From an optimization exercise on the open Yosys and OpenROAD flow, aimed at small area and a short achievable clock period; shortcuts taken in it are not production practice.
In this exercise RTL edits were held to simulation tests only and were not proved equivalent to the original.
Power and IR drop assume default switching activity. The clock port is modelled as an ideal driver; clocking choices that lean on that would not hold on a real chip.

## commit_trace_buffer
module commit_trace_buffer
#(
    parameter  int DEPTH = 16,
    parameter  int POST  = 8,
    parameter  int CNT_W = 32,
    localparam int AW    = $clog2(DEPTH)
) (
    input  logic             clk,
    input  logic             reset,
    input  logic             arm,
    input  logic             abort,
    input  logic [1:0]       trig_mode,
    input  logic [31:0]      trig_val,
    input  logic             trig_now,
    input  logic             cap_valid,
    input  logic [31:0]      pc,
    input  logic [31:0]      instr,
    input  logic             rf_we,
    input  logic [4:0]       rf_wa,
    input  logic [31:0]      rf_wd,
    input  logic             memwrite,
    input  logic [31:0]      dataadr,
    input  logic [31:0]      writedata,
    output logic             busy,
    output logic             triggered,
    output logic             done,
    output logic [AW:0]      count,
    output logic [AW-1:0]    trig_index,
    output logic [CNT_W-1:0] trig_cycles,
    output logic             rd_valid,
    input  logic             rd_ready,
    output mips_trace_pkg::trace_entry_t     rd_data,
    output logic             rd_last
);
Size in the first run: roughly 8000 cells after synthesis, ~2900 flip-flops, roughly 420 I/O pins, about 97000 µm² of cells after synthesis.
==> flow/config.mk <==
export PLATFORM = sky130hd
export DESIGN_NAME = commit_trace_buffer
export DESIGN_NICKNAME = commit_trace_buffer
export VERILOG_FILES = /design/flow/design.v
export SDC_FILE = /design/flow/constraint.sdc
export NUM_CORES = 4
export LEC_CHECK = 0
export CAP_MARGIN = 20
export CORE_MARGIN = 2
export CORE_UTILIZATION = 40
export SLEW_MARGIN = 20
export SYNTH_HIERARCHICAL = 1
export SYNTH_MINIMUM_KEEP_SIZE = 0
==> flow/constraint.sdc <==
create_clock -name core_clock -period 7.0 [get_ports {clk}]
set_input_delay 1.4000 -clock core_clock [delete_from_list [all_inputs] [get_ports {clk}]]
set_output_delay 1.4000 -clock core_clock [all_outputs]
set_load 0.01 [all_outputs]
run.sh (not shown) runs the stock make flow with config.mk's settings and CLKGATE_MAP_FILE= SYNTH_SCRIPT=/design/flow/synth_recipe.tcl, a recipe that flattens the netlist after the stock synthesis.
The first run completed without violations.
Next try:
CORE_UTILIZATION = 60   (was 40)
Routed wire length fell by about 2.8%.
Cell count fell by about 9%.
Combinational power barely changes.
Clock skew fell by 33 ps.
Setup slack is better by 56 ps.
Cell area fell by about 2%.
First-iteration DRC count rose by 9.1%.
Total power fell by 1.5%.
Sequential share of layout area rose by 1.0 points.
Area after synthesis is unchanged.

commit_trace_buffer, a different RTL version from the one above (not shown whole).
For scale: ~2700 flip-flops, roughly 420 I/O pins.
==> flow/config.mk <==
export PLATFORM = sky130hd
export DESIGN_NAME = commit_trace_buffer
export DESIGN_NICKNAME = commit_trace_buffer
export VERILOG_FILES = /design/flow/design.v
export SDC_FILE = /design/flow/constraint.sdc
export NUM_CORES = 4
export LEC_CHECK = 0
export CAP_MARGIN = 20
export CORE_MARGIN = 2
export CORE_UTILIZATION = 60
export SETUP_SLACK_MARGIN = 4.5
export SLEW_MARGIN = 20
export SYNTH_HIERARCHICAL = 1
export SYNTH_MINIMUM_KEEP_SIZE = 0
==> flow/constraint.sdc <==
create_clock -name core_clock -period 7.0 [get_ports {clk}]
set_input_delay 1.4000 -clock core_clock [delete_from_list [all_inputs] [get_ports {clk}]]
set_output_delay 1.4000 -clock core_clock [all_outputs]
set_load 0.01 [all_outputs]
standard.sh (not shown) runs the stock make flow with config.mk's settings and CLKGATE_MAP_FILE= SYNTH_SCRIPT=/design/flow/synth_recipe.tcl, a recipe that flattens the netlist after the stock synthesis.
==> flow/flow/run.sh <==
#!/bin/bash
# Standard layout, with plain buffers (not delay cells) on the ports and a
# clock tree of fewer, larger leaf clusters without dummy loads.
set -euo pipefail
export BUFFER_PORTS_ARGS="-buffer_cell sky130_fd_sc_hd__buf_2"
export CTS_ARGS="-sink_clustering_enable -repair_clock_nets -dont_use_dummy_load -buf_list sky130_fd_sc_hd__clkbuf_16 -sink_clustering_size 25 -sink_clustering_max_diameter 70"
bash standard.sh > standard.log 2>&1
Edit:
CORE_UTILIZATION = 65   (was 60)
SETUP_SLACK_MARGIN = 4.4   (was 4.5)
Effect: Design area shrinks by about 1.7%. Total power goes down by about 0.6%. First-iteration DRC count goes up by 16%. Critical path depth shrinks by 5. Via count is higher by about 0.54%. Routed wire length went down by 3.6%. Flip-flop and latch count stays the same. Setup slack gets better by 0.024 ns. Clock-buffer cell count falls by 8. Clock skew drops by 0.0062 ns.
Edit:
==> flow/flow/run.sh (replaced) <==
#!/bin/bash
# Standard layout, with plain buffers (not delay cells) on the ports and a
# clock tree of fewer, larger leaf clusters without dummy loads.
set -euo pipefail
export BUFFER_PORTS_ARGS="-buffer_cell sky130_fd_sc_hd__buf_1"
export CTS_ARGS="-sink_clustering_enable -repair_clock_nets -dont_use_dummy_load -buf_list sky130_fd_sc_hd__clkbuf_16 -sink_clustering_size 30 -sink_clustering_max_diameter 80"
bash standard.sh > standard.log 2>&1
CORE_UTILIZATION = 70   (was 65)
Effect:
- The new run produced a clean layout
- worst setup slack gains 0.053 ns
- non-clock buffer count is lower by 10
- wire length is lower by 2.6%
- combinational power is lower by about 0.8%
- final area is lower by 1.9%
- clock skew is lower by 0.012 ns
- first-iteration DRC count is higher by 13%
- register-to-register slack gains 0.12 ns
- area after synthesis is unchanged

Setup of alpha:
Starting RTL as in the previous note.
==> flow/config.mk <==
export PLATFORM = sky130hd
export DESIGN_NAME = commit_trace_buffer
export DESIGN_NICKNAME = commit_trace_buffer
export VERILOG_FILES = /design/flow/design.v
export SDC_FILE = /design/flow/constraint.sdc
export NUM_CORES = 4
export LEC_CHECK = 0
export CAP_MARGIN = 20
export CORE_MARGIN = 2
export CORE_UTILIZATION = 70
export SETUP_SLACK_MARGIN = 4.4
export SLEW_MARGIN = 20
export SYNTH_HIERARCHICAL = 1
export SYNTH_MINIMUM_KEEP_SIZE = 0
==> flow/constraint.sdc <==
create_clock -name core_clock -period 7.0 [get_ports {clk}]
set_input_delay 1.4000 -clock core_clock [delete_from_list [all_inputs] [get_ports {clk}]]
set_output_delay 1.4000 -clock core_clock [all_outputs]
set_load 0.01 [all_outputs]
==> flow/flow/run.sh <==
#!/bin/bash
# Standard layout, with plain buffers (not delay cells) on the ports and a
# clock tree of fewer, larger leaf clusters without dummy loads.
set -euo pipefail
export BUFFER_PORTS_ARGS="-buffer_cell sky130_fd_sc_hd__buf_1"
export CTS_ARGS="-sink_clustering_enable -repair_clock_nets -dont_use_dummy_load -buf_list sky130_fd_sc_hd__clkbuf_16 -sink_clustering_size 27 -sink_clustering_max_diameter 75"
bash standard.sh > standard.log 2>&1
alpha: all stages complete, timing, DRC and antenna checks passed
#### Input delta (beta over alpha)
- swapping 70 for 65 in CORE_UTILIZATION
==> flow/flow/run.sh <==
#!/bin/bash
# Standard layout, with plain buffers (not delay cells) on the ports and a
# clock tree of fewer, larger leaf clusters without dummy loads.
set -euo pipefail
export BUFFER_PORTS_ARGS="-buffer_cell sky130_fd_sc_hd__buf_1"
export CTS_ARGS="-sink_clustering_enable -repair_clock_nets -dont_use_dummy_load -buf_list sky130_fd_sc_hd__clkbuf_16 -sink_clustering_size 30 -sink_clustering_max_diameter 80"
bash standard.sh > standard.log 2>&1
Taking alpha as the reference, in beta multi-input gate share of the layout cell area climbed 0.15 points; clock-buffer cell count went down by 8.5%; via count fell 2.4%; portion of total power attributed to the clock network dropped 0.5 points. Sequential fraction of total cell area: lower on alpha. beta has total power below what alpha had.
Edits applied to the flow inputs when going from beta to gamma:
- swapping 65 for 70 in CORE_UTILIZATION
- swapping 4.4 for 4.6 in SETUP_SLACK_MARGIN
==> flow/flow/run.sh <==
#!/bin/bash
# Standard layout, with plain buffers (not delay cells) on the ports and a
# clock tree of fewer, larger leaf clusters without dummy loads.
set -euo pipefail
export BUFFER_PORTS_ARGS="-buffer_cell sky130_fd_sc_hd__buf_2"
export CTS_ARGS="-sink_clustering_enable -repair_clock_nets -dont_use_dummy_load -buf_list sky130_fd_sc_hd__clkbuf_16 -sink_clustering_size 25 -sink_clustering_max_diameter 70"
bash standard.sh > standard.log 2>&1
gamma against beta: slack of the worst reg-to-reg path now smaller; clock-cell share of area increased by 0.65 points relative to the old numbers; share of cells above drive strength 1 increased by 4.1 points relative to the old numbers. gamma and beta ended up with roughly the same final cell count. On sequential power, beta and gamma are neck and neck. Going from beta to gamma, relative slew slack increased by 10 points relative to the old numbers; core utilization increased by 7.9 points relative to the old numbers. gamma finished all stages; the layout is clean. beta closes out successfully: all stages finished, all timing, DRC and antenna checks passed.
## Diff of input files: delta against gamma
- swapping 70 for 65 in CORE_UTILIZATION
- swapping 4.6 for 4.25 in SETUP_SLACK_MARGIN
==> flow/flow/run.sh <==
#!/bin/bash
# Standard layout, with plain buffers (not delay cells) on the ports and a
# clock tree of fewer, larger leaf clusters without dummy loads.
set -euo pipefail
export BUFFER_PORTS_ARGS="-buffer_cell sky130_fd_sc_hd__buf_1"
export CTS_ARGS="-sink_clustering_enable -repair_clock_nets -dont_use_dummy_load -buf_list sky130_fd_sc_hd__clkbuf_16 -sink_clustering_size 30 -sink_clustering_max_diameter 80"
bash standard.sh > standard.log 2>&1
Notes after the runs:
Result for delta and gamma: all clean. ~same number of nets in the synthesized netlist in delta and gamma. delta -> gamma: total number of multi-input combinational cells flat. The lower clock network fraction of total power came out of delta. delta vs. gamma: worst max-slew margin expressed relative to the limit went down by 14 points. Final worst setup slack: delta worse than gamma. Looking at power across both flows, delta is the stronger of the two, with gamma trailing. In the flow results for delta and gamma, the wire length after detailed routing is smaller on delta. Comparing gamma against delta, there is no change at all in top-level port count.

[re-timing with driven ports]
How much do the figures lean on ideal ports? The routed layouts below were timed once more, with nothing changed but the port constraints. Step 1 (the two cells are an assumption about what drives the block):
set clk [get_ports {clk}]
set_driving_cell -lib_cell sky130_fd_sc_hd__clkbuf_16 $clk
set_driving_cell -lib_cell sky130_fd_sc_hd__buf_2 [delete_from_list [all_inputs] $clk]
Step 2 also shifts input and output timing later by t, the mid clock arrival at the registers, as if the neighbouring blocks saw the same clock. Three values: no drivers, after step 1, after step 2; two values: the first two.
run | t, ns | slack for setup (ns) | pins driven straight from the clock port
the first run of note 1 | 0.998 | 1.462 / 1.471 / 0.473 | 1
the second run of note 1 | 0.993 | 1.519 / 1.554 / 0.561 | 1
the first run of note 2 | 0.846 | 4.132 / 4.073 / 3.346 | 1
the second run of note 2 | 0.852 | 4.156 / 4.068 / 3.358 | 1
the third run of note 2 | 0.803 | 4.209 / 4.125 / 3.632 | 1
alpha | 0.827 | 4.182 / 4.101 / 3.627 | 1
beta | 0.828 | 4.198 / 4.111 / 3.483 | 1
gamma | 0.858 | 4.171 / 4.088 / 3.594 | 1
delta | 0.828 | 4.116 / 4.029 / 3.418 | 1
After both steps every run listed still meets setup and hold. The setup slack of the first run of note 1, which loses most, moves by +0.009 ns with the drivers and by -0.989 ns with both steps.
